What follows belongs to an exercise in optimizing a design on an open flow for small area; a production flow would make more cautious choices. Function was checked by simulation only, so behaviour that the tests miss may differ from the original. Power is estimated from default activity; no workload was simulated.

$ cat flow/design.v
`default_nettype none
package video_timing_pkg;
    typedef logic [8:0] hcnt_t;
    typedef logic [8:0] vcnt_t;
    typedef struct packed {
        logic hs;
        logic vs;
        logic hb;
        logic vb;
    } sync_t;
endpackage
`default_nettype wire
`default_nettype none
package video_regs_pkg;
    typedef logic [15:0] vram_addr_t;
    typedef logic [11:0] rom_addr_t;
    typedef logic [11:0] color_t;
    typedef logic [7:0]  pxl_t;
    typedef struct packed {
        logic        cs;
        logic [3:0]  addr;
        logic [1:0]  dsn;
        logic [15:0] dout;
    } cpu_bus_t;
    typedef struct packed {
        logic [6:0] hpos;
        logic [6:0] vpos;
        vram_addr_t vram_base;
        logic       layer_en;
        color_t     bg_color;
    } video_regs_t;
    typedef struct packed {
        logic       we;
        logic [7:0] addr;
        color_t     data;
    } pal_wr_t;
endpackage
`default_nettype wire
`timescale 1ns/1ps
`default_nettype none
module video_timing (
    input  wire        clk,
    input  wire        rst_n,
    input  wire        pxl_cen,
    output logic [6:0] hcnt,
    output logic [5:0] vcnt,
    output logic [5:0] vrender,
    output logic       line_start,
    output logic       frame,
    output logic       hs,
    output logic       vs,
    output logic       hb,
    output logic       vb,
    output logic       lhbl0,
    output logic       lvbl0,
    output logic       lhbl1,
    output logic       lvbl1
);
    logic h_wrap, v_wrap;
    assign h_wrap = hcnt == 7'd79;
    assign v_wrap = vcnt == 6'd39;
    always_ff @(posedge clk) begin
        if (!rst_n) begin
            hcnt  <= '0;
            vcnt  <= '0;
            frame <= 1'b0;
        end else if (pxl_cen) begin
            hcnt <= h_wrap ? 7'd0 : hcnt + 7'd1;
            if (h_wrap) begin
                vcnt <= v_wrap ? 6'd0 : vcnt + 6'd1;
                if (v_wrap) frame <= ~frame;
            end
        end
    end
    assign line_start = (hcnt == 7'd0) && !pxl_cen;
    assign vrender    = v_wrap ? 6'd0 : vcnt + 6'd1;
    assign hb = hcnt[6];
    assign hs = hcnt[6] && hcnt[5:2] == 4'b0001;
    assign vb = vcnt[5];
    assign vs = vcnt[5] && vcnt[4:1] == 4'b0001;
    logic vb_prev;
    assign vb_prev = !((vcnt != 6'd0) && (vcnt <= 6'd32));
    assign lhbl0 = (hcnt != 7'd0) && (hcnt <= 7'd64);
    assign lhbl1 = (hcnt >= 7'd2) && (hcnt <= 7'd65);
    assign lvbl0 = (hcnt >= 7'd1) ? !vb : !vb_prev;
    assign lvbl1 = (hcnt >= 7'd2) ? !vb : !vb_prev;
endmodule
`default_nettype wire
`timescale 1ns/1ps
`default_nettype none
module video_mmr (
    input  wire         clk,
    input  wire         rst_n,
    input  wire         cpu_cs,
    input  wire  [3:0]  cpu_addr,
    input  wire  [1:0]  cpu_dsn,
    input  wire  [15:0] cpu_dout,
    output logic [15:0] mmr_dout,
    output logic [6:0]  hpos,
    output logic [6:0]  vpos,
    output logic [15:0] vram_base,
    output logic        layer_en,
    output logic [11:0] bg_color,
    output logic [7:0]  pal_ptr,
    output logic        pal_we,
    output logic [11:0] pal_data
);
    logic        wr;
    logic [15:0] merged;
    always_comb begin
        case (cpu_addr)
            4'd0:    mmr_dout = {9'd0, hpos};
            4'd1:    mmr_dout = {9'd0, vpos};
            4'd2:    mmr_dout = vram_base;
            4'd3:    mmr_dout = {15'd0, layer_en};
            4'd4:    mmr_dout = {4'd0, bg_color};
            4'd5:    mmr_dout = {8'd0, pal_ptr};
            default: mmr_dout = '0;
        endcase
    end
    assign wr     = cpu_cs && (cpu_dsn != 2'b11);
    assign merged = {cpu_dsn[1] ? mmr_dout[15:8] : cpu_dout[15:8],
                     cpu_dsn[0] ? mmr_dout[7:0]  : cpu_dout[7:0]};
    always_ff @(posedge clk) begin
        if (!rst_n) begin
            hpos      <= '0;
            vpos      <= '0;
            vram_base <= '0;
            layer_en  <= 1'b0;
            bg_color  <= '0;
            pal_ptr   <= '0;
            pal_we    <= 1'b0;
        end else begin
            pal_we <= 1'b0;
            if (wr) begin
                case (cpu_addr)
                    4'd0: hpos      <= merged[6:0];
                    4'd1: vpos      <= merged[6:0];
                    4'd2: vram_base <= merged;
                    4'd3: layer_en  <= merged[0];
                    4'd4: bg_color  <= merged[11:0];
                    4'd5: pal_ptr   <= merged[7:0];
                    4'd6: begin
                        pal_we  <= 1'b1;
                        pal_ptr <= pal_ptr + 1'b1;
                    end
                    default: ;
                endcase
            end
        end
    end
    always_ff @(posedge clk) begin
        pal_data <= {cpu_dsn[1] ? 4'd0 : cpu_dout[11:8],
                     cpu_dsn[0] ? 8'd0 : cpu_dout[7:0]};
    end
endmodule
`default_nettype wire
`timescale 1ns/1ps
`default_nettype none
module video_scroll (
    input  wire         clk,
    input  wire         rst_n,
    input  wire         line_start,
    input  wire  [6:0]  hcnt,
    input  wire  [5:0]  vrender,
    input  wire  [6:0]  hpos,
    input  wire  [6:0]  vpos,
    input  wire  [15:0] vram_base,
    output logic [15:0] vram_addr,
    output logic        vram_cs,
    input  wire  [15:0] vram_data,
    input  wire         vram_ok,
    output logic [11:0] rom_addr,
    output logic        rom_cs,
    input  wire  [31:0] rom_data,
    input  wire         rom_ok,
    output logic [7:0]  pxl
);
    localparam logic [1:0] WAIT = 2'd0, VREQ = 2'd1, RREQ = 2'd2;
    logic [1:0]  st;
    logic [3:0]  k;
    logic [2:0]  fine;
    logic [3:0]  p_coarse, a_coarse;
    logic [6:0]  p_ypos,   a_ypos;
    logic [15:0] p_base,   a_base;
    logic [7:0]  tile;
    logic [31:0] row0, row1;
    logic [3:0]  bank0, bank1;
    logic [6:0]  q;
    logic [3:0]  t_show;
    logic        in_line, hblank_late, done, go;
    logic [3:0]  col;
    always_ff @(posedge clk) begin
        if (line_start) begin
            fine     <= hpos[2:0];
            p_coarse <= hpos[6:3];
            p_ypos   <= {1'b0, vrender} + vpos;
            p_base   <= vram_base;
        end
    end
    assign q      = hcnt + {4'd0, fine} - 7'd1;
    assign t_show = q[6:3];
    assign in_line     = (hcnt != 7'd0) && (hcnt <= 7'd64);
    assign hblank_late = hcnt >= 7'd66;
    assign done        = k == 4'd9;
    assign go          = (k[3:1] == 3'd0) || (in_line && (t_show + 4'd1 >= k));
    always_ff @(posedge clk) begin
        if (!rst_n) begin
            st <= WAIT;
            k  <= 4'd9;
        end else begin
            case (st)
                WAIT: begin
                    if (done) begin
                        if (hblank_late) begin
                            a_coarse <= p_coarse;
                            a_ypos   <= p_ypos;
                            a_base   <= p_base;
                            k        <= 4'd0;
                        end
                    end else if (go) begin
                        st <= VREQ;
                    end
                end
                VREQ: begin
                    if (vram_ok) begin
                        st   <= RREQ;
                        tile <= vram_data[7:0];
                        if (k[0]) bank1 <= vram_data[11:8];
                        else      bank0 <= vram_data[11:8];
                    end
                end
                RREQ: begin
                    if (rom_ok) begin
                        st <= WAIT;
                        k  <= k + 4'd1;
                        if (k[0]) row1 <= rom_data;
                        else      row0 <= rom_data;
                    end
                end
                default: st <= WAIT;
            endcase
        end
    end
    assign col       = a_coarse + k;
    assign vram_addr = a_base + {8'd0, a_ypos[6:3], col};
    assign vram_cs   = st == VREQ;
    assign rom_addr  = {1'b0, tile, a_ypos[2:0]};
    assign rom_cs    = st == RREQ;
    logic [31:0] row_sel;
    assign row_sel = t_show[0] ? row1 : row0;
    assign pxl = {t_show[0] ? bank1 : bank0, row_sel[5'd28 - {q[2:0], 2'b00} +: 4]};
endmodule
`default_nettype wire
`timescale 1ns/1ps
`default_nettype none
module video_pal_bit (
    input  wire  clk,
    input  wire  we,
    input  wire  wen,
    input  wire  d,
    output logic q
);
    always_ff @(posedge clk) begin
        q <= (we & d) | (wen & q);
    end
endmodule
module video_pal_aoi3 (
    input  wire [2:0] s,
    input  wire [2:0] d,
    output wire       y_n
);
    assign y_n = ~|(s & d);
endmodule
module video_colmix (
    input  wire        clk,
    input  wire        pxl_cen,
    input  wire        visible,
    input  wire        layer_en,
    input  wire [11:0] bg_color,
    input  wire        pal_we,
    input  wire [7:0]  pal_ptr,
    input  wire [11:0] pal_data,
    input  wire [7:0]  pxl,
    output logic [11:0] rgb
);
    logic [11:0] pal_ram [0:255];
    logic [11:0] pal_rd;
    logic [11:0] col;
    for (genvar r = 0; r < 256; r++) begin : g_pal
        if (r % 16 != 0) begin : g_ent
            logic we_r;
            assign we_r = pal_we && (pal_ptr == 8'(r + 1));
            for (genvar b = 0; b < 12; b++) begin : g_b
                video_pal_bit u_bit (
                    .clk ( clk             ),
                    .we  ( we_r            ),
                    .wen ( !we_r           ),
                    .d   ( pal_data[b]     ),
                    .q   ( pal_ram[r][b]   )
                );
            end
        end else begin : g_none
            assign pal_ram[r] = 12'd0;
        end
    end
    logic [15:0]  sel_hi, sel_lo;
    logic [255:0] sel;
    always_comb begin
        sel_hi = '0;
        sel_lo = '0;
        sel_hi[pxl[7:4]] = 1'b1;
        sel_lo[pxl[3:0]] = 1'b1;
        for (int r = 0; r < 256; r++) begin
            sel[r] = sel_hi[r / 16] & sel_lo[r % 16];
        end
    end
    for (genvar b = 0; b < 12; b++) begin : g_rd
        logic [79:0] t_n;
        for (genvar j = 0; j < 80; j++) begin : g_j
            localparam int R0 = (j / 5) * 16 + (j % 5) * 3 + 1;
            video_pal_aoi3 u_aoi (
                .s   ( sel[R0 +: 3] ),
                .d   ( {pal_ram[R0 + 2][b], pal_ram[R0 + 1][b], pal_ram[R0][b]} ),
                .y_n ( t_n[j]       )
            );
        end
        assign pal_rd[b] = ~&t_n;
    end
    assign col = (!layer_en || pxl[3:0] == 4'd0) ? bg_color : pal_rd;
    always_ff @(posedge clk) begin
        if (pxl_cen) begin
            rgb <= visible ? col : 12'd0;
        end
    end
endmodule
`default_nettype wire
`timescale 1ns/1ps
`default_nettype none
module video_top (
    input  wire        clk,
    input  wire        rst_n,
    input  wire        pxl_cen,
    input  wire        cpu_cs,
    input  wire [3:0]  cpu_addr,
    input  wire [1:0]  cpu_dsn,
    input  wire [15:0] cpu_dout,
    output wire [15:0] mmr_dout,
    output wire [15:0] vram_addr,
    output wire        vram_cs,
    input  wire [15:0] vram_data,
    input  wire        vram_ok,
    output wire [11:0] rom_addr,
    output wire        rom_cs,
    input  wire [31:0] rom_data,
    input  wire        rom_ok,
    output wire        HS,
    output wire        VS,
    output wire        HB,
    output wire        VB,
    output wire        LHBL_dly,
    output wire        LVBL_dly,
    output wire [7:0]  red,
    output wire [7:0]  green,
    output wire [7:0]  blue,
    output wire [8:0]  hdump,
    output wire [8:0]  vdump,
    output wire        frame
);
    logic [6:0]  hcnt;
    logic [5:0]  vcnt;
    logic [5:0]  vrender;
    logic        line_start;
    logic        lhbl0, lvbl0;
    logic [6:0]  hpos, vpos;
    logic [15:0] vram_base;
    logic        layer_en;
    logic [11:0] bg_color;
    logic [7:0]  pal_ptr;
    logic        pal_we;
    logic [11:0] pal_data;
    logic [7:0]  pxl;
    logic [11:0] rgb;
    assign hdump = {2'd0, hcnt};
    assign vdump = {3'd0, vcnt};
    video_timing u_timing (
        .clk        ( clk        ),
        .rst_n      ( rst_n      ),
        .pxl_cen    ( pxl_cen    ),
        .hcnt       ( hcnt       ),
        .vcnt       ( vcnt       ),
        .vrender    ( vrender    ),
        .line_start ( line_start ),
        .frame      ( frame      ),
        .hs         ( HS         ),
        .vs         ( VS         ),
        .hb         ( HB         ),
        .vb         ( VB         ),
        .lhbl0      ( lhbl0      ),
        .lvbl0      ( lvbl0      ),
        .lhbl1      ( LHBL_dly   ),
        .lvbl1      ( LVBL_dly   )
    );
    video_mmr u_mmr (
        .clk       ( clk       ),
        .rst_n     ( rst_n     ),
        .cpu_cs    ( cpu_cs    ),
        .cpu_addr  ( cpu_addr  ),
        .cpu_dsn   ( cpu_dsn   ),
        .cpu_dout  ( cpu_dout  ),
        .mmr_dout  ( mmr_dout  ),
        .hpos      ( hpos      ),
        .vpos      ( vpos      ),
        .vram_base ( vram_base ),
        .layer_en  ( layer_en  ),
        .bg_color  ( bg_color  ),
        .pal_ptr   ( pal_ptr   ),
        .pal_we    ( pal_we    ),
        .pal_data  ( pal_data  )
    );
    video_scroll u_scroll (
        .clk        ( clk        ),
        .rst_n      ( rst_n      ),
        .line_start ( line_start ),
        .hcnt       ( hcnt       ),
        .vrender    ( vrender    ),
        .hpos       ( hpos       ),
        .vpos       ( vpos       ),
        .vram_base  ( vram_base  ),
        .vram_addr  ( vram_addr  ),
        .vram_cs    ( vram_cs    ),
        .vram_data  ( vram_data  ),
        .vram_ok    ( vram_ok    ),
        .rom_addr   ( rom_addr   ),
        .rom_cs     ( rom_cs     ),
        .rom_data   ( rom_data   ),
        .rom_ok     ( rom_ok     ),
        .pxl        ( pxl        )
    );
    video_colmix u_colmix (
        .clk      ( clk           ),
        .pxl_cen  ( pxl_cen       ),
        .visible  ( lhbl0 & lvbl0 ),
        .layer_en ( layer_en      ),
        .bg_color ( bg_color      ),
        .pal_we   ( pal_we        ),
        .pal_ptr  ( pal_ptr       ),
        .pal_data ( pal_data      ),
        .pxl      ( pxl           ),
        .rgb      ( rgb           )
    );
    assign red   = {2{rgb[11:8]}};
    assign green = {2{rgb[7:4]}};
    assign blue  = {2{rgb[3:0]}};
endmodule
`default_nettype wire
$ cat flow/run.sh
#!/bin/bash
# synth_recipe.tcl (not shown) runs the flow's synth.tcl, then flattens the netlist and writes it again
# the make line also repeats each setting of config.mk as NAME=value (left out here)
make -C /OpenROAD-flow-scripts/flow DESIGN_CONFIG=/design/flow/config.mk WORK_HOME=/design/flow/orfs CLKGATE_MAP_FILE= SYNTH_SCRIPT=/design/flow/synth_recipe.tcl finish
$ cat flow/config.mk
export PLATFORM = sky130hd
export DESIGN_NAME = video_top
export DESIGN_NICKNAME = video_top
export VERILOG_FILES = /design/flow/design.v
export SDC_FILE = /design/flow/constraint.sdc
export NUM_CORES = 4
export LEC_CHECK = 0
export CAP_MARGIN = 20
export CORE_MARGIN = 2
export CORE_UTILIZATION = 75
export CTS_BUF_LIST = sky130_fd_sc_hd__clkbuf_16
export CTS_CLUSTER_DIAMETER = 60
export CTS_CLUSTER_SIZE = 30
export PLACE_DENSITY = 0.85
export SLEW_MARGIN = 20
export SYNTH_HIERARCHICAL = 1
export SYNTH_MINIMUM_KEEP_SIZE = 0
$ cat flow/constraint.sdc
create_clock -name core_clock -period 10.0 [get_ports {clk}]
set_input_delay 2.0000 -clock core_clock [delete_from_list [all_inputs] [get_ports {clk}]]
set_output_delay 2.0000 -clock core_clock [all_outputs]
set_load 0.01 [all_outputs]
==> results.txt <==
-- Yosys stat by module (local to each module, per instance) --
module,flip-flops and latches,cells,cell area [µm²],copies in the design
video_timing,14,116,931,1
video_pal_aoi3,0,1,10.0,960
video_scroll,143,446,6400,1
video_mmr,64,329,2960,1
video_top,0,19,138,1
video_colmix,12,1342,6700,1
video_pal_bit,1,2,28.8,2880
-- kinds of logic after synthesis --
logic type | after synthesis | synth area share
xor+xnor | 36 | 0.00288
fa+ha+maj | 54 | 0.00644
other cells | 2 | 0.0000685
mux | 35 | 0.00427
compound gates | 4072 | 0.332
buf+inv | 355 | 0.0149
flops | 3113 | 0.582
simple gates | 1305 | 0.0573
-- critical path, delay by kind of cell (launching register included) --
kind            cells  cell delay [ns]
compound gates      3             1.67
xor+xnor            1             0.17
fa+ha+maj           4             1.20
buf+inv             6             1.79
flops               1             0.58
simple gates       10             3.24
-- cells in the mapped netlist, types with 9 or more instances --
library cell,n
a211oi_1,12
a21oi_1,38
a222oi_1,960
a22o_1,2882
a22oi_1,18
a31oi_1,18
and2_1,11
and3_1,13
and4_1,14
buf_2,45
buf_4,38
buf_6,14
clkbuf_1,40
dfxtp_1,2964
edfxtp_1,149
ha_1,50
inv_1,213
mux2i_1,18
nand2_1,247
nand2b_1,21
nand3_1,40
nand4_1,257
nor2_1,526
nor2b_1,31
nor3_1,35
nor4_1,57
o211ai_1,9
o21ai_0,42
o21ai_1,18
o21ai_2,10
o22ai_1,14
xnor2_1,22
xor2_1,14
-- flip-flops by register name (all words and copies together), names as in the netlist, 8 cells and up --
name and flops:
u_colmix.g_pal.g_ent.g_b.u_bit.q 2880, u_scroll.row0 32, u_scroll.row1 32, u_mmr.vram_base 16, u_scroll.a_base 16, u_scroll.p_base 16, u_colmix.rgb 12, u_mmr.bg_color 12
u_mmr.pal_data 12, u_mmr.pal_ptr 8, u_scroll.tile 8
-- stage by stage --
| stage | cells | instance area (µm²) |
|---|---|---|
| floorplan | 8976 | 110000 |
| global placement | 11100 | 114000 |
| detailed placement | 11100 | 114000 |
| CTS | 11400 | 120000 |
| global route | 11400 | 120000 |
| finish | 11400 | 120000 |
-- area by class of cell --
| cell class | instances | area share |
|---|---|---|
| diodes | 28 | 0.000585 |
| multi-input cells | 5508 | 0.370 |
| clock inverters | 112 | 0.0111 |
| clock buffers | 156 | 0.0326 |
| repair buffers | 336 | 0.0258 |
| flip-flops and latches | 3113 | 0.533 |
| inverters | 215 | 0.00673 |
| well taps | 1917 | 0.0200 |
-- path summary, 6_finish.rpt --
kind	from	endpoint	slack, ns
worst max register to register	u_timing.hcnt[1]$_SDFFE_PN0P_	u_colmix.rgb[10]$_SDFFCE_PN0P_	1.03
worst min-delay path	u_scroll.p_base[13]$_DFFE_PP_	u_scroll.a_base[13]$_DFFE_PP_	0.40
worst max-delay path	u_timing.hcnt[1]$_SDFFE_PN0P_	u_colmix.rgb[10]$_SDFFCE_PN0P_	1.03
worst min register to register	u_scroll.p_base[13]$_DFFE_PP_	u_scroll.a_base[13]$_DFFE_PP_	0.40
-- power by group through the flow --
stage / Sequential (mW) / Combinational (mW) / Clock [mW]
after global routing: 12.6 / 1.40 / 7.98
after floorplan: 12.9 / 0.524 / 0
after CTS: 12.6 / 1.30 / 7.55
after detailed placement: 12.9 / 1.29 / 0
after global placement: 12.9 / 1.27 / 0
final: 12.6 / 1.42 / 7.60
-- per-layer routing --
metal  global-route usage  up-vias
li1                     -    38800
met1                0.644    46200
met2                0.687     8800
met3                0.177     1738
met4                0.332       26
met5                    0        -
==> flow_metrics.py <==
metrics = {
    "outcome": {
        "status": "timing/DRC/antenna clean",
    },
    "placed_design": {
        "dp_hpwl_mm": 241,
        "portBuffers": 160,
        "place_ws_ns": 1.79,
        "gp_congestion": 1.02,
    },
    "power_and_ir_drop": {
        "power.total_mw": 21.6,
        "sequentialPowerShare": 0.582,
        "leakage_nw": 43.5,
        "p_int_mw": 16.0,
        "p_sw_mw": 5.58,
        "p_clk_frac": 0.352,
        "pwr-share-comb": 0.066,
        "p_per_area_nw_per_um2": 180,
        "swShare": 0.258,
        "ir_worst_vdd_uv": 206,
    },
    "cells_and_area": {
        "fill_cells": 8320,
        "ff_latch_area_um2": 63900,
        "drive_gt1_frac": 0.0573,
        "multi_input_area_um2": 44400,
        "mostFrequentLayoutCells": "dfxtp_1, a22o_1, a222oi_1, nor2_1, nand4_1",
        "final_util": 0.824,
        "areaGrowthSynthToFinish_pct": 9.33,
        "mostFrequentLayoutCell": "dfxtp_1",
        "nNetsFinal": 9455,
    },
    "clock_network": {
        "cts-root-buf": "clkbuf_16",
        "cts_buffer_depth": 3,
        "cts_sinks": 3113,
        "clock_latency_ns": 0.84,
        "post_cts_buffers": 0,
        "cts_buffers": 151,
        "hold_buffers": 0,
        "clk_pin_slew_ns": 0.10,
        "cts_tree": "done",
        "cts-resized-gates": 0,
        "h-tree-depth": 4,
    },
    "worst_setup_path": {
        "cp_slowest_cell": "nor4_1",
        "required_ns": 10.55,
        "crit_fanout": 29,
        "crit_path_end_kind": "flip-flop",
        "critical_path_class": "reg -> reg",
        "critPathMaxStageDelay_ns": 1.02,
        "arrival_ns": 9.51,
        "crit_chain": "inv_1 > ha_1 > inv_1 > ha_1 > fa_1 > xnor2_2 > buf_4 > clkinv_1 > nand2_1 > nand4_1 > nand4_1 > nand2_1 > inv_1 > ha_1 > or2b_2 > nor2_1 > o21ai_4 > buf_4 > nor2_1 > a222oi_1 > nand4_1 > nor4_1 > and4_1 > a31oi_1",
        "ff2ff_path_depth": 24,
        "cp-start-kind": "flip-flop",
    },
    "die": {
        "core_um2": 145000,
        "die_y_um": 386,
        "io_pins": 171,
        "num_rows": 140,
        "fp.dieArea_um2": 149000,
        "start_util": 0.754,
        "die_w_um": 386,
    },
    "routing": {
        "vias": 95500,
        "route.met3.wl_mm": 61.2,
        "drc": 0,
        "wl_met2_mm": 160,
        "drt_iter0_drc": 23000,
        "drtAntennaViolNets": 0,
        "wl_per_cell_um": 34.1,
        "wirelength_mm": 388,
        "wl_met1_mm": 135,
        "highest_layer": "met5",
        "via_per_inst": 8.39,
        "drt_first_pass_iters": 14,
    },
    "grt": {
        "grt_usage": 0.494,
        "grt_pass1_vias": 86200,
        "grt_pass1_wl_mm": 563,
        "grt_antenna_before_repair": 28,
        "grt_max_degree": 187,
        "overflow": 0,
    },
    "synthesis": {
        "synth_ff_type": "dfxtp_1",
        "yosys.area.top_type_share": 0.541,
        "ys_ff_latch": 3113,
        "yosys_warnings": 13,
        "syn_inst": 8972,
        "synth_edf_count": 149,
        "synth_top_area_cell": "dfxtp_1",
        "ys_types": 87,
        "syn_area_um2": 110000,
        "synth_area_leaders": "dfxtp_1, a22o_1, a222oi_1",
        "ys_seq_area_frac": 0.582,
        "async_flop_share": 0,
        "synth_area_per_cell_um2": 12.2,
    },
    "sta": {
        "hold_violations": 0,
        "worst_pin_slew_ns": 1.32,
        "setup_violations": 0,
        "fmax_mhz": 112,
        "holdWs_ns": 0.403,
        "rsz0062_at_grt": "no",
        "timing.final.crit_share": 0.897,
        "min_period_ns": 8.97,
        "fin_skew_ns": 0.0508,
        "fin_tns_setup_ns": 0,
        "slew_viol_final": 0,
        "fin_ws_ns": 1.03,
        "slew_headroom": 0.117,
    },
    "min_path": {
        "hold_path.class": "reg -> reg",
        "holdPathStages": 0,
    },
    "run": {
        "maxCapViolations": 0,
    },
}

[separate check: timing with driven ports]
The flow's constraints put no driver on any port. The routed layout listed below was extracted and timed again, unchanged, in two steps.
Step 1 (the two cells are an assumption about what drives the block):
set clk [get_ports {clk}]
set_driving_cell -lib_cell sky130_fd_sc_hd__clkbuf_16 $clk
set_driving_cell -lib_cell sky130_fd_sc_hd__buf_2 [delete_from_list [all_inputs] $clk]
Step 2 times the ports against the registers' clock, not the clock port: input delays grow and output delays shrink by t, the midpoint of the rising clock arrivals with the driver on.
Slacks: ideal ports / drivers / drivers and shift; pairs: ideal ports / drivers.
shift t [ns]: 0.913
slack for setup (ns): 1.034 / 1.034 / 1.034
worst setup path after step 2: register to register
After both steps this run still meets setup and hold. The setup slack of this run moves by 0.000 ns with the drivers and by 0.000 ns with both steps.
